This design comes from an exercise in tuning for small area on the open sky130 flow, not from production work.
Function was checked by simulation only, so behaviour that the tests miss may differ from the original.
No activity file was given, so power comes from the tool's default toggle rates.

## the previous run
Design scalar_kalman_filter_unit, start of the top module:
module scalar_kalman_filter_unit (
    input  logic                                 i_clk,
    input  logic                                 i_rst_n,
    input  logic                                 i_in_valid,
    output logic                                 o_in_stall,
    input  logic signed [skf_pkg::VALUE_W-1:0]   i_sample,
    output logic                                 o_out_valid,
    input  logic                                 i_out_stall,
    output logic signed [skf_pkg::VALUE_W-1:0]   o_estimate,
    input  logic                                 i_cfg_we,
    input  logic [skf_pkg::CFG_IDX_W-1:0]        i_cfg_index,
    input  logic [skf_pkg::REG_W-1:0]            i_cfg_data
);
export LEC_CHECK = 0
export CAP_MARGIN = 20
export CORE_MARGIN = 2
export CORE_UTILIZATION = 40
export SLEW_MARGIN = 20
create_clock -name core_clock -period 12.0 [get_ports {i_clk}]
standard.sh (not shown) runs the stock make flow with config.mk's settings and CLKGATE_MAP_FILE= SYNTH_SCRIPT=/design/flow/synth_recipe.tcl, a recipe that flattens the netlist after the stock synthesis.
==> flow/flow/run.sh <==
#!/bin/bash
# Standard ORFS layout, with the smallest buffer on the ports and a clock tree
# of small buffers without dummy loads. Make's output goes to flow.log here;
# each ORFS step keeps its own log under orfs/logs.
set -euo pipefail
bash standard.sh \
  "BUFFER_PORTS_ARGS=-buffer_cell sky130_fd_sc_hd__buf_1" \
  "CTS_ARGS=-sink_clustering_enable -repair_clock_nets -buf_list sky130_fd_sc_hd__clkbuf_8 -sink_clustering_size 20 -sink_clustering_max_diameter 60 -root_buf sky130_fd_sc_hd__clkbuf_4 -tree_buf sky130_fd_sc_hd__clkbuf_4 -dont_use_dummy_load" \
  finish > flow.log 2>&1
The following lists how the current run was set up differently from the previous run:
-- flow/design.v --
<<< the previous run, line 50
    logic [31:0]        r_rem;   
    logic [32:0]        r_g;     
    logic [31:0]        r_smp;   
    logic               r_qdef, r_rdef, r_covdef, r_estz;
    logic r_c1, r_c2, r_c3;      
    logic r_d;                   
>>> the current run, line 50
    logic [31:0]        r_rem;   
    logic [32:0]        r_g;     
    logic               r_qdef, r_rdef;
    logic               r_fresh;  
    logic r_c1, r_c2, r_c3;      
    logic r_d;                   
<<< the previous run, line 64
    logic j0, j31;
    logic ph_idle, ph_pre, ph_div, ph_emul, ph_ecpy, ph_cmul, ph_ccpy;
    logic q_bit, r_bit, s_bit, cov_bit, pred_bit, est_bit;
    logic g_bit, m_bit;
    logic gz, gm, div_sign, gbit_w;
>>> the current run, line 64
    logic j0, j31;
    logic ph_idle, ph_pre, ph_div, ph_emul, ph_ecpy, ph_cmul, ph_ccpy;
    logic q_bit, r_bit, s_bit, cov_bit, pred_bit, est_bit, smp_bit, take;
    logic g_bit, m_bit;
    logic gz, gm, div_sign, gbit_w;
<<< the previous run, line 84
    assign r_bit    = r_rdef ? r_reset[r_cyc] : r_r[r_cyc];
    assign s_bit    = i_sample[r_cyc];
    assign cov_bit  = r_covdef ? (r_cyc == 5'd30) : r_cov[0];
    assign pred_bit = r_satp || r_cov[0];
    assign est_bit  = !r_estz && r_est[0];
    assign g_bit = j0 ? r_g[0] : r_gcap;
    assign m_bit = g_bit ^ r_seen;
    assign a_x  = ph_pre ? cov_bit : (g_bit && r_smp[0]);
    assign a_y  = ph_pre ? q_bit : (m_bit && est_bit);
    assign a_ci = !j0 && r_c1;
>>> the current run, line 84
    assign r_bit    = r_rdef ? r_reset[r_cyc] : r_r[r_cyc];
    assign s_bit    = i_sample[r_cyc];
    assign cov_bit  = r_fresh ? (r_cyc == 5'd30) : r_cov[0];
    assign pred_bit = r_satp || r_cov[0];
    assign est_bit  = !r_fresh && r_est[0];
    assign smp_bit  = r_fresh ? r_est[0] : s_bit;
    assign g_bit = j0 ? r_g[0] : r_gcap;
    assign m_bit = g_bit ^ r_seen;
    assign a_x  = ph_pre ? cov_bit : (g_bit && smp_bit);
    assign a_y  = ph_pre ? q_bit : (m_bit && est_bit);
    assign a_ci = !j0 && r_c1;
<<< the previous run, line 114
    assign g30_in   = (mul || ph_ecpy) ? r_g[0] : r_g[31];
    assign g0_in    = (ph_div && j31) ? gbit_w : r_g[1];
    assign est_sh   = ph_emul || ph_ecpy;
    assign est_in   = ph_ecpy ? (r_seen ? r_rem[0] : (!r_estz && r_est[0])) : r_est[0];
    always_ff @(posedge i_clk) begin
        r_cov <= {cov_in, r_cov[31:1]};
        r_rem <= {rem31_in, rem30_in, r_rem[30:1]};
        r_g   <= {r_g[0], r_g[32], g30_in, r_g[30:2], g0_in};
        r_smp <= {ph_pre ? s_bit : r_smp[0], r_smp[31:1]};
        if (est_sh) r_est <= {est_in, r_est[VALUE_W-1:1]};
        r_c1 <= a_co;
>>> the current run, line 115
    assign g30_in   = (mul || ph_ecpy) ? r_g[0] : r_g[31];
    assign g0_in    = (ph_div && j31) ? gbit_w : r_g[1];
    assign est_sh   = ph_emul || ph_ecpy || (ph_pre && r_fresh);
    assign est_in   = ph_pre  ? s_bit :
                      ph_ecpy ? (r_seen ? r_rem[0] : (!r_fresh && r_est[0])) : r_est[0];
    always_ff @(posedge i_clk) begin
        r_cov <= {cov_in, r_cov[31:1]};
        r_rem <= {rem31_in, rem30_in, r_rem[30:1]};
        r_g   <= {r_g[0], r_g[32], g30_in, r_g[30:2], g0_in};
        if (est_sh) r_est <= {est_in, r_est[VALUE_W-1:1]};
        r_c1 <= a_co;
<<< the previous run, line 154
            r_qdef      <= 1'b1;
            r_rdef      <= 1'b1;
            r_covdef    <= 1'b1;
            r_estz      <= 1'b1;
        end else begin
            r_cyc <= r_cyc + 5'd1;
            if (i_cfg_we && i_cfg_index == REG_PROCESS_NOISE) r_qdef <= 1'b0;
            if (i_cfg_we && i_cfg_index == REG_MEASUREMENT_NOISE) r_rdef <= 1'b0;
            if (ph_pre && j31) r_covdef <= 1'b0;
            if (ph_ecpy && j31) r_estz <= 1'b0;
            if (ph_ecpy && j31) begin
                r_out_valid <= 1'b1;
>>> the current run, line 155
            r_qdef      <= 1'b1;
            r_rdef      <= 1'b1;
            r_fresh     <= 1'b1;
        end else begin
            r_cyc <= r_cyc + 5'd1;
            if (i_cfg_we && i_cfg_index == REG_PROCESS_NOISE) r_qdef <= 1'b0;
            if (i_cfg_we && i_cfg_index == REG_MEASUREMENT_NOISE) r_rdef <= 1'b0;
            if (ph_ecpy && j31) r_fresh <= 1'b0;
            if (ph_ecpy && j31) begin
                r_out_valid <= 1'b1;
<<< the previous run, line 181
        end
    end
    assign o_in_stall  = !(ph_pre && j31);
    assign o_out_valid = r_out_valid;
    assign o_estimate  = r_est;
>>> the current run, line 180
        end
    end
    assign take        = r_fresh ? ph_pre : (ph_emul && r_pc == 5'd29);
    assign o_in_stall  = !(take && j31);
    assign o_out_valid = r_out_valid;
    assign o_estimate  = r_est;
==> comparison <==
- The previous run has a higher total power than the current run.
- The current run closes out successfully: all stages finished, all timing, DRC and antenna checks passed.
- Between the previous run and the current run, the flow reports floorplan row count decreasing by a few percent.
- [compare] base=the previous run new=the current run: non-clock buffer count picked up an extra 1.9%; average cell area after synthesis now smaller; transition at the pin with the smallest max-transition slack went down by 0.23 ns; area of the core lost about 9%.
- Summary of the current run over the previous run: depth of the worst register-to-register path now larger; simple-gate area share of the yosys netlist now larger.
- Worst-path cell with the longest stage delay = dfxtp_2: the previous run; worst-path cell with the longest stage delay = fa_1: the current run

[afterwards: timing with drivers on the ports]
The flow's constraints put no driver on any port. The routed layouts listed below were extracted and timed again, unchanged, in two steps.
Step 1: set_driving_cell puts a clkbuf_16 on i_clk and a buf_2 on each other input, an assumption about the parent block.
Step 2, shift: input delay + t, output delay - t, t = (earliest + latest rising clock arrival at the registers) / 2. This alone moves slack from input paths to output paths.
a / b / c = ideal / step 1 / step 2; a / b = the first two.
| run | t, ns | setup slack, ns | worst hold slack (ns) | pins driven straight from the clock port |
|---|---|---|---|---|
| the previous run | 0.630 | 6.056 / 6.056 / 6.056 | 0.315 / 0.315 / 0.315 | 1 |
| the current run | 0.609 | 5.811 / 5.799 / 5.189 | 0.322 / 0.322 / 0.322 | 1 |
After both steps setup and hold are still met in every run listed. For the current run, which loses most, drivers alone change the setup slack by -0.012 ns; drivers and shift together by -0.622 ns.
